This design comes from an exercise in tuning for small area on the open sky130 flow, not from production work.
Only simulation tests tie the RTL to the original design; equivalence was not proved.
Power and IR drop assume default switching activity.

File: design/flow/constraint.sdc
create_clock -name core_clock -period 5.0 [get_ports {clk}]
set_input_delay 1.0000 -clock core_clock [delete_from_list [all_inputs] [get_ports {clk}]]
set_output_delay 1.0000 -clock core_clock [all_outputs]
set_load 0.01 [all_outputs]
File: design/flow/config.mk
export PLATFORM = sky130hd
export DESIGN_NAME = smpq_top
export DESIGN_NICKNAME = smpq_top
export VERILOG_FILES = /design/flow/design.v
export SDC_FILE = /design/flow/constraint.sdc
export NUM_CORES = 4
export LEC_CHECK = 0
export CAP_MARGIN = 20
export CORE_MARGIN = 2
export CORE_UTILIZATION = 70
export CTS_BUF_LIST = sky130_fd_sc_hd__clkbuf_4
export CTS_CLUSTER_DIAMETER = 35
export CTS_CLUSTER_SIZE = 11
export PLACE_DENSITY = 0.85
export SLEW_MARGIN = 20
export SYNTH_HIERARCHICAL = 1
File: design/flow/design.v
package smpq_pkg;
	localparam int DEF_QUEUE_DEPTH = 16;
	localparam int VALUE_W         = 32;
	localparam int OCC_W           = 5;
	localparam logic [1:0] OP_INSERT = 2'd0;
	localparam logic [1:0] OP_REMOVE = 2'd1;
	localparam logic [1:0] OP_PEEK   = 2'd2;
	localparam logic [1:0] OP_NONE   = 2'd3;
	localparam logic [1:0] ST_OK    = 2'd0;
	localparam logic [1:0] ST_EMPTY = 2'd1;
	localparam logic [1:0] ST_FULL  = 2'd2;
endpackage
module smpq_ctrl (
	input  logic       clk,
	input  logic       arst_n,
	input  logic       start,
	input  logic [1:0] cmd_op,
	input  logic       full,
	input  logic       empty,
	input  logic       lt,
	output logic       busy,
	output logic       done,
	output logic [4:0] count,
	output logic       sel_prev,
	output logic       sel_keep,
	output logic       sel_new_n,
	output logic [1:0] rsp_status,
	output logic       show_n
);
	logic [3:0] phase_q;
	logic [4:0] count_q;
	logic       armed_q;
	logic       win_q;
	logic       placed_q;
	logic       done_q;
	logic [1:0] status_q;
	logic       show_q;
	logic is_ins, is_rem, is_peek;
	logic ins_go, read_go;
	logic win, ready, take, last_step, behind, sel_new;
	logic take_ins, take_rem, removed;
	logic at11, at14, at15, feedback;
	logic [4:0] count_next;
	assign is_ins  = (cmd_op == smpq_pkg::OP_INSERT);
	assign is_rem  = (cmd_op == smpq_pkg::OP_REMOVE);
	assign is_peek = (cmd_op == smpq_pkg::OP_PEEK);
	assign ins_go  = is_ins && !full;
	assign read_go = (is_rem || is_peek) && !empty;
	assign at11 = (phase_q == 4'd7);
	assign at14 = (phase_q == 4'd12);
	assign at15 = (phase_q == 4'd8);
	assign feedback = phase_q[3] ^ phase_q[2] ^ (phase_q[2:0] == 3'd0);
	assign win       = win_q || (armed_q && ins_go && at15);
	assign last_step = win_q && at14;
	assign behind    = lt && !last_step;
	assign sel_prev  = win && behind;
	assign sel_new   = win && !behind && !(win_q && placed_q);
	assign sel_new_n = !sel_new;
	assign removed   = show_q && at15;
	assign sel_keep  = !win && !(empty || removed) || (win && !behind && win_q && placed_q);
	always_comb begin
		if (ins_go)       ready = last_step;
		else if (read_go) ready = at15;
		else              ready = 1'b1;
	end
	assign busy = !ready;
	assign take = start && ready;
	assign take_ins = take && ins_go;
	assign take_rem = take && is_rem && !empty;
	smpq_count u_count (
		.up    (take_ins),
		.down  (take_rem),
		.count (count_q),
		.next  (count_next)
	);
	always_ff @(posedge clk or negedge arst_n) begin
		if (!arst_n) begin
			phase_q <= 4'd0;
			count_q <= 5'd0;
			armed_q <= 1'b0;
			win_q   <= 1'b0;
			done_q  <= 1'b0;
		end else begin
			phase_q <= {take_rem || (phase_q[2] && !take_ins), phase_q[1:0], feedback};
			count_q <= count_next;
			armed_q <= start && !take && (armed_q || at11);
			win_q   <= win && !last_step;
			done_q  <= take;
		end
	end
	always_ff @(posedge clk) begin
		placed_q <= sel_new || (win_q && placed_q);
		if (is_ins && full)
			status_q <= smpq_pkg::ST_FULL;
		else if ((is_rem || is_peek) && empty)
			status_q <= smpq_pkg::ST_EMPTY;
		else
			status_q <= smpq_pkg::ST_OK;
		show_q <= take && read_go;
	end
	assign done       = done_q;
	assign count      = count_q;
	assign rsp_status = status_q;
	assign show_n     = !show_q;
endmodule
module smpq_count (
	input  logic       up,
	input  logic       down,
	input  logic [4:0] count,
	output logic [4:0] next
);
	always_comb begin
		logic ones, zeros;
		ones  = 1'b1;
		zeros = 1'b1;
		for (int i = 0; i < 5; i++) begin
			next[i] = count[i] ^ ((up && ones) || (down && zeros));
			ones  = ones && count[i];
			zeros = zeros && !count[i];
		end
	end
endmodule
module smpq_datapath (
	input  logic        clk,
	input  logic [31:0] cmd_value,
	input  logic        sel_prev,
	input  logic        sel_keep,
	input  logic        sel_new_n,
	input  logic        show_n,
	output logic        key_lt,
	output logic [31:0] rsp_head
);
	logic [31:0] ring_q [16];
	logic [31:0] entry;
	logic [31:0] a;
	logic [31:0] c;
	logic [31:0] co;
	logic [1:0]  carry_q;
	always_ff @(posedge clk) begin
		ring_q[0] <= entry;
		for (int i = 1; i < 16; i++)
			ring_q[i] <= ring_q[i-1];
	end
	assign a = {ring_q[14][31:24], ring_q[13][23:12], ring_q[12][11:0]};
	genvar i;
	generate
		for (i = 0; i < 32; i++) begin : g_bit
			if (i == 0) begin : g_c0
				assign c[i] = 1'b0;
			end else if (i == 12 || i == 24) begin : g_cq
				assign c[i] = carry_q[i/12 - 1];
			end else begin : g_ci
				assign c[i] = co[i-1];
			end
			smpq_slice #(
				.SIGN (i == 31)
			) u_slice (
				.prev      (ring_q[14][i]),
				.keep      (ring_q[15][i]),
				.key       (cmd_value[i]),
				.sel_prev  (sel_prev),
				.sel_keep  (sel_keep),
				.sel_new_n (sel_new_n),
				.a         (a[i]),
				.ci        (c[i]),
				.show_n    (show_n),
				.entry     (entry[i]),
				.co        (co[i]),
				.head      (rsp_head[i])
			);
		end
	endgenerate
	always_ff @(posedge clk) begin
		carry_q <= {co[23], co[11]};
	end
	assign key_lt = co[31];
endmodule
module smpq_slice #(
	parameter bit SIGN = 1'b0
) (
	input  logic prev,
	input  logic keep,
	input  logic key,
	input  logic sel_prev,
	input  logic sel_keep,
	input  logic sel_new_n,
	input  logic a,
	input  logic ci,
	input  logic show_n,
	output logic entry,
	output logic co,
	output logic head
);
	logic held;   
	logic u;      
	assign held  = SIGN ? key : ~key;
	assign u     = SIGN ? ~key : key;
	assign entry = (prev & sel_prev) | (keep & sel_keep) | (held & ~sel_new_n);
	assign co    = ~((~u & ~a) | (~ci & (~u | ~a)));
	assign head  = (SIGN ? keep : ~keep) & ~show_n;
endmodule
module sorted_min_priority_queue_core (
	input  logic        clk,
	input  logic        arst_n,
	input  logic        start,
	input  logic [1:0]  cmd_op,
	input  logic [31:0] cmd_value,
	output logic        busy,
	output logic        done,
	output logic [31:0] rsp_head,
	output logic [1:0]  rsp_status,
	output logic        rsp_empty,
	output logic [4:0]  rsp_count
);
	logic [4:0]  count;
	logic        full;
	logic        empty;
	logic        key_lt;
	logic        sel_keep;
	logic        sel_prev;
	logic        sel_new_n;
	logic        show_n;
	assign full  = count[4];
	assign empty = (count == 5'd0);
	smpq_ctrl u_ctrl (
		.clk        (clk),
		.arst_n     (arst_n),
		.start      (start),
		.cmd_op     (cmd_op),
		.full       (full),
		.empty      (empty),
		.lt         (key_lt),
		.busy       (busy),
		.done       (done),
		.count      (count),
		.sel_prev   (sel_prev),
		.sel_keep   (sel_keep),
		.sel_new_n  (sel_new_n),
		.rsp_status (rsp_status),
		.show_n     (show_n)
	);
	smpq_datapath u_datapath (
		.clk       (clk),
		.cmd_value (cmd_value),
		.sel_prev  (sel_prev),
		.sel_keep  (sel_keep),
		.sel_new_n (sel_new_n),
		.show_n    (show_n),
		.key_lt    (key_lt),
		.rsp_head  (rsp_head)
	);
	assign rsp_empty = empty;
	assign rsp_count = count;
endmodule
module smpq_top (
	input  logic        clk,
	input  logic        arst_n,
	input  logic        start,
	input  logic [1:0]  cmd_op,
	input  logic [31:0] cmd_value,
	output logic        busy,
	output logic        done,
	output logic [31:0] rsp_head,
	output logic [1:0]  rsp_status,
	output logic        rsp_empty,
	output logic [4:0]  rsp_count
);
	sorted_min_priority_queue_core u_core (
		.clk        (clk),
		.arst_n     (arst_n),
		.start      (start),
		.cmd_op     (cmd_op),
		.cmd_value  (cmd_value),
		.busy       (busy),
		.done       (done),
		.rsp_head   (rsp_head),
		.rsp_status (rsp_status),
		.rsp_empty  (rsp_empty),
		.rsp_count  (rsp_count)
	);
endmodule
File: design/flow/flow/run.sh
#!/bin/bash
# The standard layout, with each port's buffer made of the smallest buffer cell
# and a clock tree without dummy loads.
export BUFFER_PORTS_ARGS="-buffer_cell sky130_fd_sc_hd__buf_1"
export CTS_ARGS="-sink_clustering_enable -repair_clock_nets -sink_clustering_size 11 -sink_clustering_max_diameter 35 -buf_list sky130_fd_sc_hd__clkbuf_4 -dont_use_dummy_load"
bash standard.sh > standard.log 2>&1
File: design/flow/standard.sh
#!/bin/bash
# synth_recipe.tcl (not shown) runs the flow's synth.tcl, then flattens the netlist and writes it again
# the make line also repeats each setting of config.mk as NAME=value (left out here)
make -C /OpenROAD-flow-scripts/flow DESIGN_CONFIG=/design/flow/config.mk WORK_HOME=/design/flow/orfs CLKGATE_MAP_FILE= SYNTH_SCRIPT=/design/flow/synth_recipe.tcl "${@:-finish}"
==> metrics.md, run 1 <==
| Metric | Value |
|---|---|
| Status | `no timing/DRC/antenna violations` |
| 1st-pass router iterations | `4` |
| Die Footprint | `18200 µm²` |
| Number of nets in the layout | `905` |
| Avg Synthesized Cell Area | `16.6 µm²` |
| Pin count of the biggest net entering global routing | `20` |
| Slew Limit Fails | `0` |
| First-pass GRT wire length | `29400 µm` |
| Critical path capture point type | `register` |
| CTS H-Tree Depth | `2` |
| Critical path class | `in2reg` |
| Critical R2R Capture | `u_core.u_datapath.carry_q[0]$_DFF_P_` |
| # rows | `47` |
| Pwr/cell area | `562 nW/µm²` |
| Post-Syn Nets | `763` |
| Worst Hold Class | `reg2reg` |
| Clock latency on the worst-skew pair | `0.69 ns` |
| Total power | `0.00732 W` |
| Post-DP HPWL | `11900 µm` |
| Number of synthesized register bits | `530` |
| Worst Path Max Fanout | `2` |
| Synth async-reset ratio | `2.26%` |
| Cells on worst reg2reg path | `12` |
| Max-cap violations | `0` |
| RePlAce Congestion | `0.826` |
| Maximum VDD drop | `0.355 mV` |
| EDFF count, synth | `0` |
| Worst-path clk slew | `0.11 ns` |
| Starting Density | `72.0%` |
| Core ar. | `16600 µm²` |
| Min-Delay Path Depth | `0` |
| Ys Warns | `11` |
| CTS Sinks | `530` |
| Vias/cell | `5.04` |
| Main synth FF type | `dfxtp_1` |
| Hold Startpoint | `u_core.u_datapath.ring_q[3][0]$_DFF_P_` |
| Worst R2R Setup Slack | `0.69 ns` |
| I/O Pins | `79` |
| Placed Area | `12600 µm²` |
| Slew headroom | `50.4%` |
| RSZ-0062 raised after global routing | `no` |
| Layout Area Growth over Synthesis | `8.68%` |
| CTS root buf | `clkbuf_4` |
| Buffers on Ports | `78` |
| Antenna violations before repair | `1` |
| CTS Buffer Depth | `3` |
| Die extent in y | `135 µm` |
| Worst Setup Start Kind | `input port` |
| Grt total ovfl | `0` |
| # setup viols final | `0` |
| Layout cells sized above 1 | `12.0%` |
| WL per Instance | `17.2 µm` |
| Cell count after synthesis | `721` |
| Number of hold buffers added after CTS | `0` |
| Design area | `13000 µm²` |
| Final period util | `87.6%` |
| Yosys cell types | `33` |
| Max Fclk | `228 MHz` |
| Inserted Clock Buffers | `56` |
| CTS tree | `built` |
| Post-synthesis sequential area ratio | `89.1%` |
| Initial DRC count | `189` |
| FF-to-FF Start | `u_core.u_datapath.ring_q[12][0]$_DFF_P_` |
| CP required | `5.58 ns` |
| Top cell type's share of synthesized area | `86.5%` |
| Via count | `5443` |
| Routed Antenna Nets | `0` |
| WHS Endpoint | `u_core.u_datapath.ring_q[4][0]$_DFF_P_` |
| Mapped Area | `12000 µm²` |
| Final wirelength | `18600 µm` |
| Die W | `135 µm` |
| DRC | `0` |
| Yosys top cell by area | `dfxtp_1` |
| Data arrival, critical path | `4.96 ns` |
| Vias in the first global route | `5823` |
| Post-CTS Resized | `0` |
| Final hold vios | `0` |
| Worst Skew | `0.0540 ns` |
| Min Tclk post-route | `4.38 ns` |
| Post-CTS setup buffer count | `0` |
| Number of diodes | `0` |
| Actual slew at the worst max-slew pin | `0.743 ns` |
| Static leakage | `5.25 nW` |
| Total GRT Usage | `21.4%` |
| Top cells by area, synth | `dfxtp_1 (87%), maj3_2 (3.0%), dfrtp_1 (2.5%)` |
| FILL cells | `900` |
[sequential cells by signal, indices dropped and copies added, names as in the netlist]
signal and cells:
u_core.u_ctrl.done_q 1, u_core.u_datapath.ring_q 512, u_core.u_ctrl.win_q 1, u_core.u_datapath.carry_q 2, u_core.u_ctrl.show_q 1, u_core.u_ctrl.count_q 5
u_core.u_ctrl.status_q 2, u_core.u_ctrl.placed_q 1, u_core.u_ctrl.armed_q 1, u_core.u_ctrl.phase_q 4
[modules after synthesis, one instance, submodules excluded, a selection]
| module | copies in the design | cells |
|---|---|---|
| smpq_count | 1 | 17 |
| sorted_min_priority_queue_core | 1 | 2 |
| smpq_datapath | 1 | 515 |
| smpq_ctrl | 1 | 58 |
[report_power, final]
part           total [W]  internal [W]  leakage, nW  switching, W
sequential       0.00518       0.00491         4.37      0.000273
combinational   0.000474      0.000186        0.625      0.000288
clock            0.00166      0.000516        0.258       0.00115
[worst max-delay path: stages]
cell and delay [ns]:
buf_1 0.10, maj3_2 0.32, maj3_2 0.32, maj3_2 0.32, maj3_2 0.32, maj3_2 0.31, maj3_2 0.34, maj3_2 0.33
maj3_2 0.33, maj3_2 0.32, maj3_2 0.31, maj3_2 0.31, maj3_2 0.32
[placed cells by master (no fill, tap or decap), types with 2 or more instances in the layout]
cell type,n
a22oi_1,32
a31oi_1,2
and2_1,2
and3_1,2
buf_1,78
buf_4,6
clkbuf_4,56
dfrtp_1,12
dfxtp_1,518
ha_1,5
inv_1,7
maj3_2,32
nand2_1,8
nand2b_1,2
nand3_1,2
nor2_1,35
nor2b_1,2
nor3_1,2
o21ai_0,34
o32ai_2,2
xnor2_1,2
xor2_1,4
[Yosys cell counts, drive strengths merged, types with 2 or more instances]
| library cell | number |
|---|---|
| a22oi | 32 |
| a31oi | 2 |
| and2 | 2 |
| and3 | 2 |
| dfrtp | 12 |
| dfxtp | 518 |
| ha | 5 |
| inv | 8 |
| maj3 | 32 |
| nand2 | 8 |
| nand2b | 3 |
| nand3 | 2 |
| nor2 | 36 |
| nor2b | 2 |
| nor3 | 2 |
| nor3b | 2 |
| o21ai | 35 |
| o32ai | 2 |
| xnor2 | 2 |
| xor2 | 4 |
[layer usage]
metal / up-vias / GRT usage (%) / part of all wire, %
met5: - / 0 / 0.059
met3: 37 / 6.01 / 5.6
li1: 2632 / - / -
met2: 144 / 35.0 / 48
met1: 2628 / 27.3 / 44
met4: 2 / 8.36 / 2.1
[cell type report]
type,instances,area (µm²),area share (%)
clock buffer,56,420,3.23
multi-input combinational,183,1290,9.89
timing repair buffer,84,338,2.59
sequential,530,10700,81.9
inverter,8,30.0,0.231
tap,220,275,2.11
[kinds of logic after synthesis]
group,synth area share (%)
fa+ha+maj,3.53
other cells,0.0313
compound gates,4.09
xor+xnor,0.439
simple gates,2.60
buf+inv,0.251
flops,89.1
[stage by stage]
step,std cells,TNS (ns),hold WS (ns),utilization (%),setup WS [ns]
2_1_floorplan,721,0,0.310,-,0.0204
3_3_place_gp,1025,0,0.310,75.7,0.0565
5_1_grt,1081,0,0.303,78.2,0.578
3_5_place_dp,1025,-0.109,0.312,75.7,-0.0676
6_report,1081,0,0.298,78.2,0.618
4_1_cts,1081,0,0.276,78.2,0.648
[worst max-delay path by stage]
stage	from	end	slack, ns	cells after the start
floorplan	cmd_value[24]	u_core.u_datapath.ring_q[0][0]$_DFF_P_	0.02	13
global placement	cmd_value[12]	u_core.u_datapath.carry_q[1]$_DFF_P_	0.06	13
detailed placement	cmd_value[0]	u_core.u_datapath.carry_q[0]$_DFF_P_	-0.07	13
CTS	u_core.u_datapath.ring_q[12][0]$_DFF_P_	u_core.u_datapath.carry_q[0]$_DFF_P_	0.65	12
global route	u_core.u_datapath.ring_q[12][0]$_DFF_P_	u_core.u_datapath.carry_q[0]$_DFF_P_	0.58	12
finish	cmd_value[12]	u_core.u_datapath.carry_q[1]$_DFF_P_	0.62	13
==> run 2: changes to the inputs <==
==> design/flow/flow/run.sh (replaced) <==
#!/bin/bash
# The standard layout, with each port's buffer made of the smallest buffer cell
# and a clock tree without dummy loads.
export BUFFER_PORTS_ARGS="-buffer_cell sky130_fd_sc_hd__buf_1"
export CTS_ARGS="-sink_clustering_enable -repair_clock_nets -sink_clustering_size 10 -sink_clustering_max_diameter 50 -buf_list sky130_fd_sc_hd__clkbuf_4 -dont_use_dummy_load"
bash standard.sh > standard.log 2>&1
--- a/design/flow/config.mk
+++ b/design/flow/config.mk
@@ -9,8 +9,8 @@
 export CORE_MARGIN = 2
 export CORE_UTILIZATION = 70
 export CTS_BUF_LIST = sky130_fd_sc_hd__clkbuf_4
-export CTS_CLUSTER_DIAMETER = 35
-export CTS_CLUSTER_SIZE = 11
+export CTS_CLUSTER_DIAMETER = 50
+export CTS_CLUSTER_SIZE = 10
 export PLACE_DENSITY = 0.85
 export SLEW_MARGIN = 20
 export SYNTH_HIERARCHICAL = 1
==> run 2 against run 1 <==
  * Clock power is essentially flat
  * Die area is the same
  * Global-route usage is essentially flat
  * Final area grew 0.14%
  * Worst setup slack lost 0.019 ns
  * Power is essentially flat
  * Final cell count grew 0.28%
  * Non-clock buffer count is the same
  * Critical endpoint unchanged
  * Highest routed layer unchanged
==> metrics.md, run 2 <==
| Metric | Value |
|---|---|
| Status | `no timing/DRC/antenna violations` |
| Clock latency on the worst-skew pair | `0.68 ns` |
| Synth async-reset ratio | `2.26%` |
| Worst Setup Start Kind | `input port` |
| Most used cell, CP | `maj3_2` |
| Antenna violations before repair | `2` |
| Slew Limit Fails | `0` |
| GR Util met1 | `27.8%` |
| Worst Hold Class | `reg2reg` |
| Levels on crit path | `13` |
| Compound-Gate Fraction of Synth Area | `4.09%` |
| Max-cap violations | `0` |
| Cells on worst reg2reg path | `12` |
| # rows | `47` |
| Total GRT Usage | `21.4%` |
| Grt total ovfl | `0` |
| Maximum VDD drop | `0.320 mV` |
| Top Usage Layer GRT | `met2` |
| Critical path capture point type | `register` |
| Number of nets in the layout | `907` |
| CP Capture Point | `u_core.u_datapath.carry_q[1]$_DFF_P_` |
| Data arrival, critical path | `4.94 ns` |
| Final hold vios | `0` |
| Inserted Clock Buffers | `58` |
| CP Cell Sequence | `buf_1, maj3_2, maj3_2, maj3_2, maj3_2, maj3_2, maj3_2, maj3_2, maj3_2, maj3_2, maj3_2, maj3_2, maj3_2` |
| Buffers on Ports | `78` |
| Total power | `0.00733 W` |
| Critical path buffers and inverters | `1` |
| Mux share of post-synthesis cell area | `0%` |
| Critical R2R Capture | `u_core.u_datapath.carry_q[1]$_DFF_P_` |
| Layout Area Growth over Synthesis | `8.82%` |
| Starting Density | `72.0%` |
| Slew headroom | `49.4%` |
| Critical path's slowest cell | `maj3_2` |
| Min Tclk post-route | `4.40 ns` |
| Most numerous cell types in the synthesized netlist | `dfxtp_1 (518), nor2_1 (36), o21ai_0 (35)` |
| Number of hold buffers added after CTS | `0` |
| Final period util | `88.0%` |
| Post-Syn Nets | `763` |
| Main synth FF type | `dfxtp_1` |
| Core ar. | `16600 µm²` |
| TNS Setup | `0 ns` |
| Avg Synthesized Cell Area | `16.6 µm²` |
| Static leakage | `5.26 nW` |
| Met2 Usage GRT | `35.0%` |
| EDFF count, synth | `0` |
| FF-to-FF Start | `u_core.u_datapath.carry_q[0]$_DFF_P_` |
| Post-CTS Resized | `0` |
| Count leader, synth | `dfxtp_1` |
| CTS tree | `built` |
| RSZ-0062 raised after global routing | `no` |
| Worst Path Max Fanout | `2` |
| CP required | `5.54 ns` |
| Most flops, register | `u_core.u_datapath.ring_q` |
| First-pass GRT wire length | `29700 µm` |
| Worst R2R Setup Slack | `0.66 ns` |
| Design area | `13000 µm²` |
| Pin count of the biggest net entering global routing | `20` |
| Top flop regs | `u_core.u_datapath.ring_q (512), u_core.u_ctrl.count_q (5), u_core.u_ctrl.phase_q (4)` |
| Post-DP HPWL | `11900 µm` |
| Critical Path Start | `cmd_value[12]` |
| Post-synthesis simple-gate area fraction | `2.60%` |
| DRC | `0` |
| Mapped Area | `12000 µm²` |
| Post-CTS setup buffer count | `0` |
| CTS Buffer Depth | `3` |
| Die W | `135 µm` |
| Layout cells sized above 1 | `12.2%` |
| Pwr/cell area | `562 nW/µm²` |
| Via count | `5418` |
| I/O Pins | `79` |
| CTS Sinks | `530` |
| Most frequent cells in the layout | `dfxtp_1 (518), buf_1 (78), clkbuf_4 (58)` |
| Worst-path clk slew | `0.10 ns` |
| Worst hold slack | `0.301 ns` |
| Largest family of logic cells by synthesized area | `compound AO/OA/AOI/OAI gates` |
| Yosys cell types | `33` |
| 1st-pass router iterations | `5` |
| Post-synthesis adder-cell area fraction | `3.53%` |
| Final Core Density | `78.3%` |
| Top cell type's share of synthesized area | `86.5%` |
| Critical path class | `in2reg` |
| Placed Area | `12600 µm²` |
| Most common cell after layout, fill and taps aside | `dfxtp_1` |
| CTS root buf | `clkbuf_4` |
| Routed Antenna Nets | `0` |
| Top cells by area, synth | `dfxtp_1 (87%), maj3_2 (3.0%), dfrtp_1 (2.5%)` |
| Number of synthesized register bits | `530` |
| Final wirelength | `18600 µm` |
| RePlAce Congestion | `0.826` |
| Actual slew at the worst max-slew pin | `0.759 ns` |
| Max Fclk | `227 MHz` |
| Critical Path Max Stage Delay | `0.35 ns` |
| Post-synthesis sequential area ratio | `89.1%` |
| Ys Warns | `11` |
| CTS H-Tree Depth | `2` |
| Vias in the first global route | `5795` |
| WL per Instance | `17.1 µm` |
| Xor and xnor area share after synthesis | `0.439%` |
| Flip-flop count of the largest register after layout | `512` |
| Cell count after synthesis | `721` |
| Yosys top cell by area | `dfxtp_1` |
| Die extent in y | `135 µm` |
| # setup viols final | `0` |
| Vias/cell | `5.00` |
| GR met3 Demand/Resource | `5.41%` |
| Family with the most delay on the worst path | `adder cells` |
| Die Footprint | `18200 µm²` |
| Initial DRC count | `186` |
| Worst Skew | `0.0455 ns` |
==> run 2: cell counts after synthesis <==
Identical to the previous run, type by type.
==> run 2: power by group <==
| group | switching [W] | total, W | internal [W] |
|---|---|---|---|
| Sequential | 0.000273 | 0.00518 | 0.00491 |
| Combinational | 0.000288 | 0.000475 | 0.000186 |
| Clock | 0.00114 | 0.00167 | 0.000534 |
==> run 2: worst min-delay path by stage <==
stage / slack (ns) / from / to / cells after the start
CTS: 0.29 / u_core.u_datapath.ring_q[8][18]$_DFF_P_ / u_core.u_datapath.ring_q[9][18]$_DFF_P_ / 0
global route: 0.28 / u_core.u_datapath.ring_q[8][18]$_DFF_P_ / u_core.u_datapath.ring_q[9][18]$_DFF_P_ / 0
detailed placement: 0.31 / u_core.u_datapath.ring_q[11][22]$_DFF_P_ / u_core.u_datapath.ring_q[12][22]$_DFF_P_ / 0
global placement: 0.31 / u_core.u_datapath.ring_q[1][13]$_DFF_P_ / u_core.u_datapath.ring_q[2][13]$_DFF_P_ / 0
floorplan: 0.31 / u_core.u_datapath.ring_q[9][0]$_DFF_P_ / u_core.u_datapath.ring_q[10][0]$_DFF_P_ / 0
finish: 0.30 / u_core.u_datapath.ring_q[8][18]$_DFF_P_ / u_core.u_datapath.ring_q[9][18]$_DFF_P_ / 0
==> run 2: layout make-up <==
| cell class | instances | area (µm²) |
|---|---|---|
| Timing Repair Buffer | 84 | 338 |
| Tap cell | 220 | 275 |
| Fill cell | 902 | 3600 |
| Multi-Input combinational cell | 183 | 1290 |
| Clock buffer | 58 | 435 |
| Inverter | 8 | 30.0 |
| Antenna cell | 1 | 2.50 |
| Sequential cell | 530 | 10700 |
==> run 2: Yosys stat by module, one instance, submodules excluded, excerpt <==
module,cell area [µm²],flip-flops and latches,copies in the design
smpq_count,119,0,1
smpq_ctrl,671,16,1
sorted_min_priority_queue_core,11.3,0,1
smpq_datapath,10300,514,1
==> run 2: through the flow <==
step,std cells,worst slack [ns]
after global placement,1025,0.0565
after floorplan,721,0.0204
after global routing,1084,0.571
after detailed placement,1025,-0.0676
final,1084,0.600
after CTS,1083,0.662
==> run 2: metal layers <==
metal,up-vias,part of all wire [%]
met5,-,0.059
met4,2,2.0
met3,40,4.3
met2,131,49
met1,2611,45
li1,2634,-
==> run 2: logic make-up after synthesis <==
group / count (synthesis)
AOI/OAI and AO/OA: 74
xor gates and xnor gates: 6
adders and majority gates: 37
buffers and inverters: 8
DFF: 530
other: 1
and+or+nand+nor: 65
==> run 3: changes to the inputs <==
--- a/design/flow/design.v
+++ b/design/flow/design.v
@@ -153,7 +153,8 @@
 				assign c[i] = co[i-1];
 			end
 			smpq_slice #(
-				.SIGN (i == 31)
+				.SIGN  (i == 31),
+				.FIRST (i == 0)
 			) u_slice (
 				.prev      (ring_q[14][i]),
 				.keep      (ring_q[15][i]),
@@ -176,7 +177,8 @@
 	assign key_lt = co[31];
 endmodule
 module smpq_slice #(
-	parameter bit SIGN = 1'b0
+	parameter bit SIGN  = 1'b0,
+	parameter bit FIRST = 1'b0
 ) (
 	input  logic prev,
 	input  logic keep,
@@ -196,7 +198,7 @@
 	assign held  = SIGN ? key : ~key;
 	assign u     = SIGN ? ~key : key;
 	assign entry = (prev & sel_prev) | (keep & sel_keep) | (held & ~sel_new_n);
-	assign co    = ~((~u & ~a) | (~ci & (~u | ~a)));
+	assign co    = FIRST ? (u & a) : ~((~u & ~a) | (~ci & (~u | ~a)));
 	assign head  = (SIGN ? keep : ~keep) & ~show_n;
 endmodule
 module sorted_min_priority_queue_core (
--- a/design/flow/config.mk
+++ b/design/flow/config.mk
@@ -9,8 +9,8 @@
 export CORE_MARGIN = 2
 export CORE_UTILIZATION = 70
 export CTS_BUF_LIST = sky130_fd_sc_hd__clkbuf_4
-export CTS_CLUSTER_DIAMETER = 50
-export CTS_CLUSTER_SIZE = 10
+export CTS_CLUSTER_DIAMETER = 35
+export CTS_CLUSTER_SIZE = 11
 export PLACE_DENSITY = 0.85
 export SLEW_MARGIN = 20
 export SYNTH_HIERARCHICAL = 1
==> run 3 against run 2 <==
  * Worst hold slack better by 0.0022 ns
  * Die area hardly changed
  * Critical endpoint unchanged
  * Largest power group unchanged
  * Clock power hardly changed
  * Non-clock buffer count stayed put
  * Routed wire length is 3.0% lower
  * Maximum frequency is 3.0% higher
  * Sequential cell count stayed put
==> metrics.md, run 3 <==
| Metric | Value |
|---|---|
| Status | `no timing/DRC/antenna violations` |
| Max-cap violations | `0` |
| Worst hold slack | `0.303 ns` |
| CTS Sinks | `530` |
| First-pass GRT wire length | `29100 µm` |
| Avg Synthesized Cell Area | `16.6 µm²` |
| Layout cells sized above 1 | `12.1%` |
| Maximum VDD drop | `0.323 mV` |
| CTS H-Tree Depth | `2` |
| Buffers on Ports | `78` |
| CP required | `5.55 ns` |
| Worst-path clk slew | `0.10 ns` |
| Initial DRC count | `176` |
| Inserted Clock Buffers | `58` |
| Post-CTS setup buffer count | `0` |
| CP Cell Sequence | `buf_1, maj3_2, maj3_2, maj3_2, maj3_2, maj3_2, maj3_2, maj3_2, maj3_2, maj3_2, maj3_2, maj3_2, maj3_2` |
| Critical path class | `in2reg` |
| Post-CTS Resized | `0` |
| I/O Pins | `79` |
| Routed Antenna Nets | `0` |
| Die extent in y | `135 µm` |
| Power Internal | `0.00564 W` |
| Die Footprint | `18200 µm²` |
| CTS tree | `built` |
| Most common cell after layout, fill and taps aside | `dfxtp_1` |
| Number of hold buffers added after CTS | `0` |
| Antenna violations before repair | `2` |
| Final hold vios | `0` |
| Actual slew at the worst max-slew pin | `0.680 ns` |
| Flip-flop count of the largest register after layout | `512` |
| Worst Path Max Fanout | `2` |
| # rows | `47` |
| Post-DP HPWL | `11000 µm` |
| DP Cell Count | `1024` |
| Die W | `135 µm` |
| Most flops, register | `u_core.u_datapath.ring_q` |
| Switching Fraction | `23.2%` |
| Data arrival, critical path | `4.83 ns` |
| Post-Syn Nets | `762` |
| Worst Hold Class | `reg2reg` |
| Slew headroom | `54.6%` |
| FILL cells | `916` |
| Total GRT Usage | `20.6%` |
| Worst Skew | `0.0650 ns` |
| Critical Path Max Stage Delay | `0.32 ns` |
| Pin count of the biggest net entering global routing | `30` |
| Vias in the first global route | `5768` |
| Worst Setup Start Kind | `input port` |
| Vias/cell | `4.92` |
| Layout Cells excl Fill | `1083` |
| Comb pwr share | `6.6%` |
| 1st-pass router iterations | `4` |
| Cell count after synthesis | `720` |
| Via count | `5332` |
| Mapped Area | `12000 µm²` |
| Most used cell, CP | `maj3_2` |
| DRC | `0` |
| # setup viols final | `0` |
| Grt total ovfl | `0` |
| TNS Setup | `0 ns` |
| Top flop regs | `u_core.u_datapath.ring_q (512), u_core.u_ctrl.count_q (5), u_core.u_ctrl.phase_q (4)` |
| WL per Instance | `16.6 µm` |
| Pwr/cell area | `562 nW/µm²` |
| CTS root buf | `clkbuf_4` |
| Critical path capture point type | `register` |
| Most frequent cells in the layout | `dfxtp_1 (518), buf_1 (78), clkbuf_4 (58)` |
| Min Tclk post-route | `4.27 ns` |
| Max Fclk | `234 MHz` |
| Slew Limit Fails | `0` |
| Reg power frac | `70.6%` |
| Clock latency on the worst-skew pair | `0.69 ns` |
| Psw | `0.00170 W` |
| RePlAce Congestion | `0.731` |
| Starting Density | `71.9%` |
| Clock network power share | `22.8%` |
| Number of nets in the layout | `906` |
| Ys Warns | `11` |
| Core ar. | `16600 µm²` |
| RSZ-0062 raised after global routing | `no` |
| Final wirelength | `18000 µm` |
| Critical path's slowest cell | `maj3_2` |
| Static leakage | `5.27 nW` |
| Layout Area Growth over Synthesis | `8.94%` |
| Total power | `0.00734 W` |
| Final period util | `85.5%` |
| CTS Buffer Depth | `3` |
[run 3: changes by cell type in the layout (fill, tap and decap cells not counted)]
| cell | change |
|---|---|
| maj3_2 | -1 |
| buf_12 | +1 |
| and2_1 | +1 |
| buf_4 | -1 |
| o21ai_1 | +1 |
| conb_1 | -1 |
| o21ai_0 | -1 |
[run 3: critical path, delay by kind of cell]
kind | cells | cell delay [ns]
adders and majority gates | 12 | 3.74
buffers and inverters | 1 | 0.09
[run 3: worst paths after layout]
check	start	endpoint	slack, ns	depth (start not counted)
min in group asynchronous	arst_n	u_core.u_ctrl.win_q$_DFF_PN0_	0.33	1
max in group asynchronous	arst_n	u_core.u_ctrl.phase_q[2]$_DFF_PN0_	4.26	1
min reg2reg	u_core.u_datapath.ring_q[3][7]$_DFF_P_	u_core.u_datapath.ring_q[4][7]$_DFF_P_	0.30	0
min	u_core.u_datapath.ring_q[3][7]$_DFF_P_	u_core.u_datapath.ring_q[4][7]$_DFF_P_	0.30	0
max reg2reg	u_core.u_datapath.ring_q[13][12]$_DFF_P_	u_core.u_datapath.carry_q[1]$_DFF_P_	0.78	12
max	cmd_value[12]	u_core.u_datapath.carry_q[1]$_DFF_P_	0.73	13
[run 3: metrics by stage]
stage	setup slack, ns	utilization (%)	instance area [µm²]
6_report	0.726	78.4	13000
5_1_grt	0.689	78.4	13000
4_1_cts	0.754	78.4	13000
3_5_place_dp	0.0222	75.7	12600
3_3_place_gp	0.0783	75.7	12600
2_1_floorplan	0.0116	-	12000
[run 3: final cells by class]
| class | count | area (µm²) | area share (%) |
|---|---|---|---|
| Antenna cell | 1 | 2.50 | 0.0192 |
| Sequential cell | 530 | 10700 | 81.8 |
| Clock buffer | 58 | 435 | 3.34 |
| Inverter | 8 | 30.0 | 0.230 |
| Multi-Input combinational cell | 182 | 1280 | 9.80 |
| Timing Repair Buffer | 84 | 350 | 2.69 |
| Tap cell | 220 | 275 | 2.11 |
[run 3: metal layers]
layer	track usage [%]	share of wire (%)
met3	4.73	4.4
met5	0	0.072
met1	26.8	46
met4	8.01	2.4
met2	34.0	47
[run 3: power by group through the flow]
stage	clock network, W	logic, W	registers [W]
2_1_floorplan	0	0.000271	0.00517
3_3_place_gp	0	0.000453	0.00522
3_5_place_dp	0	0.000483	0.00526
4_1_cts	0.00173	0.000487	0.00518
5_1_grt	0.00190	0.000528	0.00524
6_report	0.00168	0.000485	0.00518
==> run 4: changes to the inputs <==
==> design/flow/flow/run.sh (replaced) <==
#!/bin/bash
# The standard layout, with each port's buffer made of the smallest buffer cell
# and a clock tree without dummy loads.
export BUFFER_PORTS_ARGS="-buffer_cell sky130_fd_sc_hd__buf_1"
export CTS_ARGS="-sink_clustering_enable -repair_clock_nets -sink_clustering_size 11 -sink_clustering_max_diameter 42 -buf_list sky130_fd_sc_hd__clkbuf_4 -dont_use_dummy_load"
bash standard.sh > standard.log 2>&1
==> run 4 against run 3 <==
  * Synthesized area unchanged
  * Sequential power about the same
  * Clock-buffer cell count decreased by 4
  * Clock skew decreased by 0.019 ns
  * Via count increased by 0.43%
  * First-iteration DRC count decreased by 6.3%
  * Sequential cell count unchanged
  * Clock power decreased by 4%
  * Combinational power about the same
  * Critical path type unchanged
  * Largest cell class unchanged
  * Largest power group unchanged
==> metrics.md, run 4 <==
| Metric | Value |
|---|---|
| Status | `no timing/DRC/antenna violations` |
| Slew Limit Fails | `0` |
| Critical path class | `in2reg` |
| Vias/cell | `4.96` |
| CP required | `5.55 ns` |
| Grt total ovfl | `0` |
| Starting Density | `71.9%` |
| Worst Hold Class | `reg2reg` |
| Layout cells sized above 1 | `11.7%` |
| Worst Setup Start Kind | `input port` |
| Most frequent cells in the layout | `dfxtp_1 (518), buf_1 (78), clkbuf_4 (54)` |
| Worst hold slack | `0.311 ns` |
| Max-cap violations | `0` |
| Final wirelength | `17900 µm` |
| Flip-flop count of the largest register after layout | `512` |
| Buffers on Ports | `78` |
| CTS Buffer Depth | `3` |
| RePlAce Congestion | `0.731` |
| Power Internal | `0.00560 W` |
| CTS tree | `built` |
| Die W | `135 µm` |
| TNS Setup | `0 ns` |
| Inserted Clock Buffers | `54` |
| Layout Area Growth over Synthesis | `8.68%` |
| Max Fclk | `234 MHz` |
| RSZ-0062 raised after global routing | `no` |
| Die extent in y | `135 µm` |
| CTS root buf | `clkbuf_4` |
| First-pass GRT wire length | `29000 µm` |
| Post-Syn Nets | `762` |
| # setup viols final | `0` |
| Ys Warns | `11` |
| Worst setup margin | `0.722 ns` |
| I/O Pins | `79` |
| Mapped Area | `12000 µm²` |
| Worst Path Max Fanout | `2` |
| 1st-pass router iterations | `4` |
| Core ar. | `16600 µm²` |
| DRC | `0` |
| Total power | `0.00728 W` |
| CTS Sinks | `530` |
| Actual slew at the worst max-slew pin | `0.674 ns` |
| CTS H-Tree Depth | `2` |
| Post-CTS setup buffer count | `0` |
| Pre-CTS setup slack | `0.0222 ns` |
| Most common cell after layout, fill and taps aside | `dfxtp_1` |
| Vias in the first global route | `5732` |
| Avg Synthesized Cell Area | `16.6 µm²` |
| Worst Skew | `0.0465 ns` |
| Die Footprint | `18200 µm²` |
| Slew headroom | `55.0%` |
| Static leakage | `5.25 nW` |
| Most flops, register | `u_core.u_datapath.ring_q` |
| Via count | `5355` |
| Cell count after synthesis | `720` |
| Maximum VDD drop | `0.310 mV` |
| Top flop regs | `u_core.u_datapath.ring_q (512), u_core.u_ctrl.count_q (5), u_core.u_ctrl.phase_q (4)` |
| Critical path capture point type | `register` |
| Number of nets in the layout | `902` |
| Layout Cells excl Fill | `1079` |
| Data arrival, critical path | `4.82 ns` |
| Routed Antenna Nets | `0` |
| Antenna violations before repair | `2` |
| DP Cell Count | `1024` |
| Post-DP HPWL | `11000 µm` |
| Min Tclk post-route | `4.28 ns` |
| # rows | `47` |
| Initial DRC count | `165` |
| Reg power frac | `71.1%` |
| Clock latency on the worst-skew pair | `0.67 ns` |
| Worst-path clk slew | `0.10 ns` |
| Final period util | `85.6%` |
| Post-CTS Resized | `0` |
| Comb pwr share | `6.7%` |
| Psw | `0.00167 W` |
| WL per Instance | `16.6 µm` |
| Switching Fraction | `23.0%` |
| Pin count of the biggest net entering global routing | `30` |
| Number of hold buffers added after CTS | `0` |
| Total GRT Usage | `20.6%` |
| Clock network power share | `22.2%` |
| Pwr/cell area | `559 nW/µm²` |
| Final hold vios | `0` |
==> run 4: path summary, 6_finish.rpt <==
path	from	endpoint	cells after the start	slack, ns
setup reg to reg	u_core.u_datapath.ring_q[13][12]$_DFF_P_	u_core.u_datapath.carry_q[1]$_DFF_P_	12	0.81
setup / recovery	cmd_value[12]	u_core.u_datapath.carry_q[1]$_DFF_P_	13	0.72
hold / removal	u_core.u_datapath.ring_q[5][0]$_DFF_P_	u_core.u_datapath.ring_q[6][0]$_DFF_P_	0	0.31
hold reg to reg	u_core.u_datapath.ring_q[5][0]$_DFF_P_	u_core.u_datapath.ring_q[6][0]$_DFF_P_	0	0.31
max in group asynchronous	arst_n	u_core.u_ctrl.armed_q$_DFF_PN0_	1	4.22
min in group asynchronous	arst_n	u_core.u_ctrl.phase_q[3]$_DFF_PN0_	1	0.33
==> run 4: routing by layer <==
layer	up-vias	global-route usage, %	part of all wire [%]
met5	-	0	0.073
met4	2	7.89	2.3
met3	38	4.95	4.4
met2	140	34.0	48
met1	2549	26.8	46
li1	2626	-	-
==> run 4: power by group through the flow <==
stage	sequential, W	clock, W	combinational, W
final	0.00518	0.00161	0.000486
after CTS	0.00518	0.00167	0.000487
after global routing	0.00524	0.00184	0.000528
after detailed placement	0.00526	0	0.000483
after floorplan	0.00517	0	0.000271
after global placement	0.00522	0	0.000453
==> run 4: worst max-delay path, stage by stage <==
cell and delay [ns]:
buf_1 0.09, maj3_2 0.31, maj3_2 0.32, maj3_2 0.31
maj3_2 0.31, maj3_2 0.32, maj3_2 0.31, maj3_2 0.31
maj3_2 0.31, maj3_2 0.32, maj3_2 0.31, maj3_2 0.31
maj3_2 0.30
==> run 4: per-stage QoR <==
stage          util [%]  cell area [µm²]
5_1_grt            78.2            13000
3_3_place_gp       75.7            12600
3_5_place_dp       75.7            12600
2_1_floorplan         -            12000
6_report           78.2            13000
4_1_cts            78.2            13000
==> run 4: cell type report <==
cell class              count  area (µm²)
flip-flops and latches    530       10700
fillers                   911        3630
multi-input cells         182        1280
clock buffers              54         405
repair buffers             84         350
well taps                 220         275
inverters                   8        30.0
diodes                      1        2.50
==> run 5: changes to the inputs <==
--- a/design/flow/config.mk
+++ b/design/flow/config.mk
@@ -9,7 +9,7 @@
 export CORE_MARGIN = 2
 export CORE_UTILIZATION = 70
 export CTS_BUF_LIST = sky130_fd_sc_hd__clkbuf_4
-export CTS_CLUSTER_DIAMETER = 35
+export CTS_CLUSTER_DIAMETER = 42
 export CTS_CLUSTER_SIZE = 11
 export PLACE_DENSITY = 0.85
 export SLEW_MARGIN = 20
==> run 5 against run 4 <==
  * Die area unchanged
  * Sequential cell count unchanged
  * Global-route usage unchanged
  * Final cell count unchanged
  * Non-clock buffer count unchanged
  * Routed wire length unchanged
  * Clock power about the same
  * Via count unchanged
==> metrics.md, run 5 <==
| Metric | Value |
|---|---|
| Pin count of the biggest net entering global routing | `30` |
| Initial DRC count | `165` |
| Grt total ovfl | `0` |
| Critical R2R Capture | `u_core.u_datapath.carry_q[1]$_DFF_P_` |
| Inserted Clock Buffers | `54` |
| Die extent in y | `135 µm` |
| # setup viols final | `0` |
| Data arrival, critical path | `4.82 ns` |
| Die Footprint | `18200 µm²` |
| Flip-flop count of the largest register after layout | `512` |
| Worst Hold Class | `reg2reg` |
| Slew headroom | `55.0%` |
| Avg Synthesized Cell Area | `16.6 µm²` |
| CTS H-Tree Depth | `2` |
| CTS Sinks | `530` |
| Worst Path Max Fanout | `2` |
| Number of hold buffers added after CTS | `0` |
| Max-cap violations | `0` |
| Layout Area Growth over Synthesis | `8.68%` |
| RePlAce Congestion | `0.731` |
| Final Core Density | `78.2%` |
| Critical path class | `in2reg` |
| Top flop regs | `u_core.u_datapath.ring_q (512), u_core.u_ctrl.count_q (5), u_core.u_ctrl.phase_q (4)` |
| Antenna violations before repair | `2` |
| Most frequent cells in the layout | `dfxtp_1 (518), buf_1 (78), clkbuf_4 (54)` |
| Worst Skew | `0.0465 ns` |
| CP required | `5.55 ns` |
| CTS tree | `built` |
| Maximum VDD drop | `0.310 mV` |
| Vias/cell | `4.96` |
| Actual slew at the worst max-slew pin | `0.674 ns` |
| Clock latency on the worst-skew pair | `0.67 ns` |
| Via count | `5355` |
| Critical Path Start | `cmd_value[12]` |
| Number of nets in the layout | `902` |
| Total GRT Usage | `20.6%` |
| First-pass GRT wire length | `29000 µm` |
| Post-CTS setup buffer count | `0` |
| Critical path capture point type | `register` |
| I/O Pins | `79` |
| Final wirelength | `17900 µm` |
| Mapped Area | `12000 µm²` |
| Worst R2R Setup Slack | `0.81 ns` |
| Hold Startpoint | `u_core.u_datapath.ring_q[5][0]$_DFF_P_` |
| RSZ-0062 raised after global routing | `no` |
| WL per Instance | `16.6 µm` |
| DRC | `0` |
| Routed Antenna Nets | `0` |
| Most flops, register | `u_core.u_datapath.ring_q` |
| Post-CTS Resized | `0` |
| CP Capture Point | `u_core.u_datapath.carry_q[1]$_DFF_P_` |
| Static leakage | `5.25 nW` |
| Min Tclk post-route | `4.28 ns` |
| # rows | `47` |
| Status | `no timing/DRC/antenna violations` |
| 1st-pass router iterations | `4` |
| Pwr/cell area | `559 nW/µm²` |
| Worst Setup Start Kind | `input port` |
| Die W | `135 µm` |
| Cells on worst reg2reg path | `12` |
| Post-DP HPWL | `11000 µm` |
| CTS root buf | `clkbuf_4` |
| Layout cells sized above 1 | `11.7%` |
| Worst-path clk slew | `0.10 ns` |
| Core ar. | `16600 µm²` |
| Post-Syn Nets | `762` |
| Most common cell after layout, fill and taps aside | `dfxtp_1` |
| Slew Limit Fails | `0` |
| CTS Buffer Depth | `3` |
| Starting Density | `71.9%` |
| Max Fclk | `234 MHz` |
| Buffers on Ports | `78` |
| TNS Setup | `0 ns` |
| Ys Warns | `11` |
| Final period util | `85.6%` |
| Cell count after synthesis | `720` |
| Final hold vios | `0` |
| FF-to-FF Start | `u_core.u_datapath.ring_q[13][12]$_DFF_P_` |
| Vias in the first global route | `5732` |
[run 5: worst max-delay path, stage by stage]
cell and delay [ns]:
buf_1 0.09, maj3_2 0.31, maj3_2 0.32, maj3_2 0.31, maj3_2 0.31, maj3_2 0.32, maj3_2 0.31, maj3_2 0.31
maj3_2 0.31, maj3_2 0.32, maj3_2 0.31, maj3_2 0.31, maj3_2 0.30
[run 5: area by class of cell]
| class | instances | area, µm² |
|---|---|---|
| sequential | 530 | 10700 |
| timing repair buffer | 84 | 350 |
| antenna | 1 | 2.50 |
| fill | 911 | 3630 |
| tap | 220 | 275 |
| clock buffer | 54 | 405 |
| inverter | 8 | 30.0 |
| multi-input combinational | 182 | 1280 |
[run 5: power by group]
group / switching (W) / internal (W)
logic: 0.000291 / 0.000195
clock network: 0.00112 / 0.000499
registers: 0.000267 / 0.00491
total: 0.00167 / 0.00560
[run 5: worst min-delay path by stage]
stage	endpoint	slack, ns	cells past startpoint
finish	u_core.u_datapath.ring_q[6][0]$_DFF_P_	0.31	0
global route	u_core.u_ctrl.count_q[1]$_DFF_PN0_	0.31	1
CTS	u_core.u_ctrl.count_q[1]$_DFF_PN0_	0.29	1
detailed placement	u_core.u_datapath.ring_q[1][13]$_DFF_P_	0.31	0
global placement	u_core.u_datapath.ring_q[1][8]$_DFF_P_	0.31	0
floorplan	u_core.u_datapath.ring_q[10][0]$_DFF_P_	0.31	0
[run 5: layer usage]
| layer | up-vias | part of all wire, % | track usage [%] |
|---|---|---|---|
| li1 | 2626 | - | - |
| met1 | 2549 | 46 | 26.8 |
| met2 | 140 | 48 | 34.0 |
| met3 | 38 | 4.4 | 4.95 |
| met4 | 2 | 2.3 | 7.89 |
| met5 | - | 0.073 | 0 |
[run 5: metrics by stage]
| stage | hold WS, ns | setup slack (ns) | std cells | total power, W | cell area, µm² |
|---|---|---|---|---|---|
| after CTS | 0.287 | 0.749 | 1078 | 0.00734 | 13000 |
| after global routing | 0.309 | 0.716 | 1079 | 0.00761 | 13000 |
| after floorplan | 0.310 | 0.0116 | 720 | 0.00544 | 12000 |
| after detailed placement | 0.312 | 0.0222 | 1024 | 0.00575 | 12600 |
| after global placement | 0.311 | 0.0783 | 1024 | 0.00567 | 12600 |
| final | 0.311 | 0.722 | 1079 | 0.00728 | 13000 |
==> run 6: changes to the inputs <==
--- a/design/flow/config.mk
+++ b/design/flow/config.mk
@@ -7,10 +7,10 @@
 export LEC_CHECK = 0
 export CAP_MARGIN = 20
 export CORE_MARGIN = 2
-export CORE_UTILIZATION = 70
+export CORE_UTILIZATION = 80
 export CTS_BUF_LIST = sky130_fd_sc_hd__clkbuf_4
 export CTS_CLUSTER_DIAMETER = 42
 export CTS_CLUSTER_SIZE = 11
-export PLACE_DENSITY = 0.85
+export PLACE_DENSITY = 0.9
 export SLEW_MARGIN = 20
 export SYNTH_HIERARCHICAL = 1
==> run 6 against run 5 <==
  * The run now fails in detailed placement
  * Synthesized cell count unchanged
  * Synthesized area did not move
==> metrics.md, run 6 <==
| Metric | Value |
|---|---|
| Mapped Area | `12000 µm²` |
| # rows | `44` |
| Status | `did not finish` |
| Die W | `126 µm` |
| I/O Pins | `79` |
| RePlAce Congestion | `0.789` |
| Buffers on Ports | `78` |
| Starting Density | `82.1%` |
| Ys Warns | `11` |
| Stopped at | `detailed placement` |
| Post-Syn Nets | `762` |
| Die extent in y | `126 µm` |
| Err | `Error: detail_place.tcl, 38 bad optional access` |
| Cell count after synthesis | `720` |
| Avg Synthesized Cell Area | `16.6 µm²` |
run 6: power by group through the flow:
stage | logic, W | clock network, W | registers, W
after global placement | 0.000439 | 0 | 0.00521
after floorplan | 0.000271 | 0 | 0.00517
run 6: stage by stage:
stage / setup slack, ns / total power (W) / cells
global placement: 0.0804 / 0.00565 / 987
floorplan: 0.0116 / 0.00544 / 720
run 6: worst min path at each step:
| stage | startpoint | end | slack (ns) | depth (start not counted) |
|---|---|---|---|---|
| 2_1_floorplan | u_core.u_datapath.ring_q[9][0]$_DFF_P_ | u_core.u_datapath.ring_q[10][0]$_DFF_P_ | 0.31 | 0 |
| 3_3_place_gp | u_core.u_datapath.ring_q[12][22]$_DFF_P_ | u_core.u_datapath.ring_q[13][22]$_DFF_P_ | 0.31 | 0 |
==> run 7: changes to the inputs <==
--- a/design/flow/config.mk
+++ b/design/flow/config.mk
@@ -7,10 +7,10 @@
 export LEC_CHECK = 0
 export CAP_MARGIN = 20
 export CORE_MARGIN = 2
-export CORE_UTILIZATION = 80
+export CORE_UTILIZATION = 60
 export CTS_BUF_LIST = sky130_fd_sc_hd__clkbuf_4
 export CTS_CLUSTER_DIAMETER = 42
 export CTS_CLUSTER_SIZE = 11
-export PLACE_DENSITY = 0.9
+export PLACE_DENSITY = 0.75
 export SLEW_MARGIN = 20
 export SYNTH_HIERARCHICAL = 1
==> run 7 against run 6 <==
  * The run now finishes clean
  * Synthesized area did not move
  * Synthesized cell count is the same
==> metrics.md, run 7 <==
| Metric | Value |
|---|---|
| Critical Path Start | `cmd_value[12]` |
| Min-Delay Path Depth | `0` |
| Critical Path Max Stage Delay | `0.34 ns` |
| Most frequent cells in the layout | `dfxtp_1 (518), buf_1 (78), clkbuf_4 (54)` |
| Die extent in y | `145 µm` |
| FF-to-FF Start | `u_core.u_datapath.ring_q[13][12]$_DFF_P_` |
| DRC | `0` |
| Most used cell, CP | `maj3_2` |
| Layout cells sized above 1 | `11.6%` |
| Vias/cell | `4.69` |
| Post-DP HPWL | `10300 µm` |
| Die Footprint | `21100 µm²` |
| Slew Limit Fails | `0` |
| FILL cells | `1383` |
| Cells on worst reg2reg path | `12` |
| Vias in the first global route | `5888` |
| Data arrival, critical path | `4.83 ns` |
| Worst Path Max Fanout | `2` |
| Worst Skew | `0.0551 ns` |
| Core ar. | `19500 µm²` |
| Worst Hold Class | `reg2reg` |
| Worst R2R Setup Slack | `0.79 ns` |
| 1st-pass router iterations | `4` |
| Final period util | `85.9%` |
| Via count | `5269` |
| WL per Instance | `15.1 µm` |
| Top flop regs | `u_core.u_datapath.ring_q (512), u_core.u_ctrl.count_q (5), u_core.u_ctrl.phase_q (4)` |
| CTS tree | `built` |
| TNS Setup | `0 ns` |
| Starting Density | `61.3%` |
| RePlAce Congestion | `0.771` |
| Layout Area Growth over Synthesis | `9.22%` |
| Post-CTS Resized | `0` |
| Most flops, register | `u_core.u_datapath.ring_q` |
| Post-Syn Nets | `762` |
| Antenna violations before repair | `2` |
| CTS root buf | `clkbuf_4` |
| I/O Pins | `79` |
| Grt total ovfl | `0` |
| Actual slew at the worst max-slew pin | `0.981 ns` |
| Pwr/cell area | `555 nW/µm²` |
| CP Capture Point | `u_core.u_datapath.carry_q[1]$_DFF_P_` |
| CP Cell Sequence | `buf_1, maj3_2, maj3_2, maj3_2, maj3_2, maj3_2, maj3_2, maj3_2, maj3_2, maj3_2, maj3_2, maj3_2, maj3_2` |
| Cell count after synthesis | `720` |
| Most common cell after layout, fill and taps aside | `dfxtp_1` |
| Routed Antenna Nets | `0` |
| Final wirelength | `17000 µm` |
| Ys Warns | `11` |
| Total GRT Usage | `16.9%` |
| Static leakage | `5.24 nW` |
| CTS Sinks | `530` |
| CTS H-Tree Depth | `2` |
| CTS Buffer Depth | `3` |
| Worst-path clk slew | `0.11 ns` |
| Initial DRC count | `192` |
| Max-cap violations | `0` |
| Flip-flop count of the largest register after layout | `512` |
| Critical path capture point type | `register` |
| Worst Setup Start Kind | `input port` |
| Pin count of the biggest net entering global routing | `33` |
| Number of hold buffers added after CTS | `0` |
| Critical path's slowest cell | `maj3_2` |
| Status | `no timing/DRC/antenna violations` |
| Avg Synthesized Cell Area | `16.6 µm²` |
| # setup viols final | `0` |
| Critical path class | `in2reg` |
| Critical path buffers and inverters | `1` |
| Post-CTS setup buffer count | `0` |
| # rows | `51` |
| RSZ-0062 raised after global routing | `no` |
| Die W | `145 µm` |
| Final hold vios | `0` |
| First-pass GRT wire length | `28900 µm` |
| Clock latency on the worst-skew pair | `0.67 ns` |
| Min Tclk post-route | `4.29 ns` |
| Worst hold slack | `0.304 ns` |
| Maximum VDD drop | `0.302 mV` |
| Levels on crit path | `13` |
| Slew headroom | `34.4%` |
| CP required | `5.54 ns` |
| Family with the most delay on the worst path | `adder cells` |
| Inserted Clock Buffers | `54` |
| Max Fclk | `233 MHz` |
| Mapped Area | `12000 µm²` |
| Critical R2R Capture | `u_core.u_datapath.carry_q[1]$_DFF_P_` |
| Buffers on Ports | `78` |
| Number of nets in the layout | `901` |
-- run 7: worst register-to-register path: cells and delay by family, from the launching register on --
family                   cells  cell delay (ns)
adder cells (fa/ha/maj)     12             3.77
flip-flops                   1             0.33
-- run 7: through the flow --
step	total power (W)	setup slack (ns)	std cells	cell area, µm²	util, %
after floorplan	0.00544	0.0116	720	12000	-
after global placement	0.00569	0.0715	1068	12700	64.9
after detailed placement	0.00573	0.0224	1068	12700	64.9
after CTS	0.00735	0.753	1122	13100	66.9
after global routing	0.00763	0.680	1124	13100	67.0
final	0.00726	0.706	1124	13100	67.0
-- run 7: layout make-up --
class / count / area [µm²] / area share, %
Sequential cell: 530 / 10700 / 81.6
Clock buffer: 54 / 405 / 3.10
Antenna cell: 2 / 5.00 / 0.0383
Tap cell: 265 / 332 / 2.54
Multi-Input combinational cell: 182 / 1290 / 9.87
Timing Repair Buffer: 83 / 343 / 2.62
Inverter: 8 / 30.0 / 0.230
-- run 7: per-layer routing --
metal | up-vias | GRT usage, % | share of wire, %
met3 | 32 | 4.21 | 4.4
met2 | 120 | 26.5 | 45
met5 | - | 0 | 0
met1 | 2487 | 22.8 | 49
li1 | 2630 | - | -
met4 | 0 | 6.91 | 2.4
-- run 7: report_power, final --
part	leakage (nW)	internal (W)	switching, W	total, W
registers	4.37	0.00491	0.000257	0.00517
logic	0.624	0.000195	0.000280	0.000475
clock network	0.248	0.000499	0.00112	0.00162
total	5.24	0.00560	0.00166	0.00726
-- run 7: worst min-delay path by stage --
| stage | slack (ns) | start | to |
|---|---|---|---|
| after floorplan | 0.31 | u_core.u_datapath.ring_q[9][0]$_DFF_P_ | u_core.u_datapath.ring_q[10][0]$_DFF_P_ |
| after global placement | 0.31 | u_core.u_datapath.ring_q[0][7]$_DFF_P_ | u_core.u_datapath.ring_q[1][7]$_DFF_P_ |
| after detailed placement | 0.31 | u_core.u_datapath.ring_q[12][22]$_DFF_P_ | u_core.u_datapath.ring_q[13][22]$_DFF_P_ |
| after CTS | 0.29 | u_core.u_datapath.ring_q[8][28]$_DFF_P_ | u_core.u_datapath.ring_q[9][28]$_DFF_P_ |
| after global routing | 0.30 | u_core.u_datapath.ring_q[8][28]$_DFF_P_ | u_core.u_datapath.ring_q[9][28]$_DFF_P_ |
| final | 0.30 | u_core.u_datapath.ring_q[3][7]$_DFF_P_ | u_core.u_datapath.ring_q[4][7]$_DFF_P_ |
==> run 8: changes to the inputs <==
--- a/design/flow/flow/run.sh
+++ b/design/flow/flow/run.sh
@@ -3,4 +3,5 @@
 # and a clock tree without dummy loads.
 export BUFFER_PORTS_ARGS="-buffer_cell sky130_fd_sc_hd__buf_1"
 export CTS_ARGS="-sink_clustering_enable -repair_clock_nets -sink_clustering_size 11 -sink_clustering_max_diameter 42 -buf_list sky130_fd_sc_hd__clkbuf_4 -dont_use_dummy_load"
+export RECOVER_POWER=100
 bash standard.sh > standard.log 2>&1
==> design/flow/config.mk (replaced) <==
export PLATFORM = sky130hd
export DESIGN_NAME = smpq_top
export DESIGN_NICKNAME = smpq_top
export VERILOG_FILES = /design/flow/design.v
export SDC_FILE = /design/flow/constraint.sdc
export NUM_CORES = 4
export LEC_CHECK = 0
export CAP_MARGIN = 40
export CORE_MARGIN = 2
export CORE_UTILIZATION = 70
export CTS_BUF_LIST = sky130_fd_sc_hd__clkbuf_4
export CTS_CLUSTER_DIAMETER = 42
export CTS_CLUSTER_SIZE = 11
export PLACE_DENSITY = 0.85
export SLEW_MARGIN = 40
export SYNTH_HIERARCHICAL = 1
==> run 8 against run 7 <==
  * Synthesized area stayed put
  * Worst hold slack better by 0.0074 ns
  * Non-clock buffer count is 1 higher
==> metrics.md, run 8 <==
| Metric | Value |
|---|---|
| TNS Setup | `0 ns` |
| # setup viols final | `0` |
| CTS Buffer Depth | `3` |
| Vias in the first global route | `5732` |
| Reg power frac | `71.4%` |
| Most flops, register | `u_core.u_datapath.ring_q` |
| Layout cells sized above 1 | `10.6%` |
| Routed Antenna Nets | `0` |
| Most common cell after layout, fill and taps aside | `dfxtp_1` |
| Avg Synthesized Cell Area | `16.6 µm²` |
| Total GRT Usage | `20.6%` |
| GR Util met1 | `26.8%` |
| CP required | `5.56 ns` |
| Final period util | `89.1%` |
| Core ar. | `16600 µm²` |
| WL per Instance | `16.6 µm` |
| Post-CTS setup buffer count | `0` |
| Layout Area Growth over Synthesis | `8.31%` |
| Max Fclk | `224 MHz` |
| Number of hold buffers added after CTS | `0` |
| Power Internal | `0.00559 W` |
| Static leakage | `5.23 nW` |
| CTS tree | `built` |
| Pre-CTS setup slack | `0.0222 ns` |
| Flip-flop count of the largest register after layout | `512` |
| Die W | `135 µm` |
| Inserted Clock Buffers | `54` |
| Antenna violations before repair | `2` |
| Worst-path clk slew | `0.10 ns` |
| Die extent in y | `135 µm` |
| Vias/cell | `4.97` |
| Mapped Area | `12000 µm²` |
| Worst Path Max Fanout | `25` |
| Top Usage Layer GRT | `met2` |
| Worst Setup Start Kind | `input port` |
| Min Tclk post-route | `4.45 ns` |
| Cell count after synthesis | `720` |
| Critical path class | `in2reg` |
| CTS Sinks | `530` |
| # rows | `47` |
| CTS H-Tree Depth | `2` |
| Maximum VDD drop | `0.309 mV` |
| Psw | `0.00166 W` |
| Slew headroom | `38.6%` |
| Critical path capture point type | `register` |
| Number of nets in the layout | `902` |
| Post-Syn Nets | `762` |
| Slew Limit Fails | `0` |
| Post-CTS Resized | `0` |
| Worst Skew | `0.0451 ns` |
| Switching Fraction | `22.9%` |
| Pwr/cell area | `559 nW/µm²` |
| Status | `no timing/DRC/antenna violations` |
| Clock latency on the worst-skew pair | `0.67 ns` |
| Final wirelength | `17900 µm` |
| Die Footprint | `18200 µm²` |
| Ys Warns | `11` |
| Final hold vios | `0` |
| CTS root buf | `clkbuf_4` |
| Buffers on Ports | `78` |
| RePlAce Congestion | `0.731` |
| Pin count of the biggest net entering global routing | `30` |
| Data arrival, critical path | `5.01 ns` |
| 1st-pass router iterations | `4` |
| Starting Density | `71.9%` |
| Max-cap violations | `0` |
| Grt total ovfl | `0` |
| Met2 Usage GRT | `34.0%` |
| Clock network power share | `22.3%` |
| Post-DP HPWL | `11000 µm` |
| DRC | `0` |
| First-pass GRT wire length | `29000 µm` |
| Worst setup margin | `0.545 ns` |
| Initial DRC count | `187` |
| Via count | `5363` |
| Worst Hold Class | `reg2reg` |
| Comb pwr share | `6.4%` |
| Worst hold slack | `0.312 ns` |
| GR met3 Demand/Resource | `4.95%` |
| Actual slew at the worst max-slew pin | `0.921 ns` |
| I/O Pins | `79` |
| Most frequent cells in the layout | `dfxtp_1 (518), buf_1 (77), clkbuf_4 (54)` |
| Top flop regs | `u_core.u_datapath.ring_q (512), u_core.u_ctrl.count_q (5), u_core.u_ctrl.phase_q (4)` |
| RSZ-0062 raised after global routing | `no` |
==> run 8: metrics by stage <==
stage | utilization [%] | instances | power (W) | instance area [µm²]
after floorplan | - | 720 | 0.00544 | 12000
after global placement | 75.7 | 1024 | 0.00567 | 12600
after detailed placement | 75.7 | 1024 | 0.00575 | 12600
after CTS | 78.2 | 1078 | 0.00734 | 13000
after global routing | 77.9 | 1079 | 0.00758 | 13000
final | 77.9 | 1079 | 0.00725 | 13000
==> run 8: layout make-up <==
class	count	area, µm²
clock buffers	54	405
repair buffers	84	332
multi-input cells	182	1250
diodes	1	2.50
well taps	220	275
inverters	8	30.0
flip-flops and latches	530	10700
fillers	921	3670
==> run 8: power by group through the flow <==
stage,sequential (W),combinational (W),clock (W)
3_5_place_dp,0.00526,0.000483,0
5_1_grt,0.00524,0.000505,0.00184
4_1_cts,0.00518,0.000487,0.00167
3_3_place_gp,0.00522,0.000453,0
2_1_floorplan,0.00517,0.000271,0
6_report,0.00517,0.000462,0.00161
==> run 8: routing by layer <==
| metal | wire length, µm | share of wire [%] |
|---|---|---|
| met5 | 13 | 0.073 |
| met1 | 8200 | 46 |
| met3 | 744 | 4.2 |
| met4 | 402 | 2.2 |
| met2 | 8530 | 48 |
==> run 8: path summary, 6_finish.rpt <==
kind,from,to,slack [ns],cells after the start
setup / recovery,cmd_value[24],u_core.u_datapath.ring_q[0][0]$_DFF_P_,0.55,15
hold / removal,u_core.u_datapath.ring_q[10][1]$_DFF_P_,u_core.u_datapath.ring_q[11][1]$_DFF_P_,0.31,0
setup reg to reg,u_core.u_datapath.ring_q[14][24]$_DFF_P_,u_core.u_datapath.ring_q[0][0]$_DFF_P_,0.65,14
hold reg to reg,u_core.u_datapath.ring_q[10][1]$_DFF_P_,u_core.u_datapath.ring_q[11][1]$_DFF_P_,0.31,0
max in group asynchronous,arst_n,u_core.u_ctrl.armed_q$_DFF_PN0_,4.23,1
min in group asynchronous,arst_n,u_core.u_ctrl.count_q[1]$_DFF_PN0_,0.33,1
==> run 8: critical path: stages <==
cell and delay [ns]:
buf_1 0.10, maj3_2 0.30, maj3_2 0.31, maj3_2 0.32, maj3_2 0.32, maj3_1 0.41
maj3_2 0.32, maj3_2 0.32, maj3_2 0.33, nand2b_1 0.12, inv_1 0.08, o21ai_2 0.16
clkbuf_2 0.59, a22oi_1 0.14, o21ai_0 0.17

## static timing again, ports no longer ideal
The flow's constraints put no driver on any port. The routed layouts listed below were extracted and timed again, unchanged, in two steps.
Step 1, drivers: a clkbuf_16 drives clk and a buf_2 each remaining input, both assumed.
Step 2, shift: input delay + t, output delay - t, t = (earliest + latest rising clock arrival at the registers) / 2. This alone moves slack from input paths to output paths.
Three values: ideal ports, drivers, drivers and shift; two values: the first two.
run | t, ns | setup WS [ns] | hold WS [ns] | latest minus earliest clock arrival (ns) | worst data-port slew with drivers (ns)
run 1 | 0.709 | 0.618 / 0.632 / -0.077 | 0.298 / 0.298 / 0.298 | 0.065 / 0.065 | 0.05
run 2 | 0.699 | 0.600 / 0.615 / -0.084 | 0.301 / 0.301 / 0.301 | 0.049 / 0.048 | 0.05
run 3 | 0.692 | 0.726 / 0.736 / 0.044 | 0.303 / 0.303 / 0.303 | 0.065 / 0.065 | 0.05
run 4 | 0.689 | 0.722 / 0.737 / 0.049 | 0.311 / 0.311 / 0.311 | 0.046 / 0.047 | 0.05
run 5 | 0.689 | 0.722 / 0.737 / 0.049 | 0.311 / 0.311 / 0.311 | 0.046 / 0.047 | 0.05
run 7 | 0.676 | 0.706 / 0.718 / 0.042 | 0.304 / 0.304 / 0.304 | 0.057 / 0.057 | 0.07
run 8 | 0.685 | 0.545 / 0.565 / -0.120 | 0.312 / 0.312 / 0.312 | 0.045 / 0.045 | 0.05
With both steps, setup timing fails in run 1, run 2 and run 8, where it was met with ideal ports. The setup slack of run 1, which loses most, moves by +0.014 ns with the drivers and by -0.695 ns with both steps.
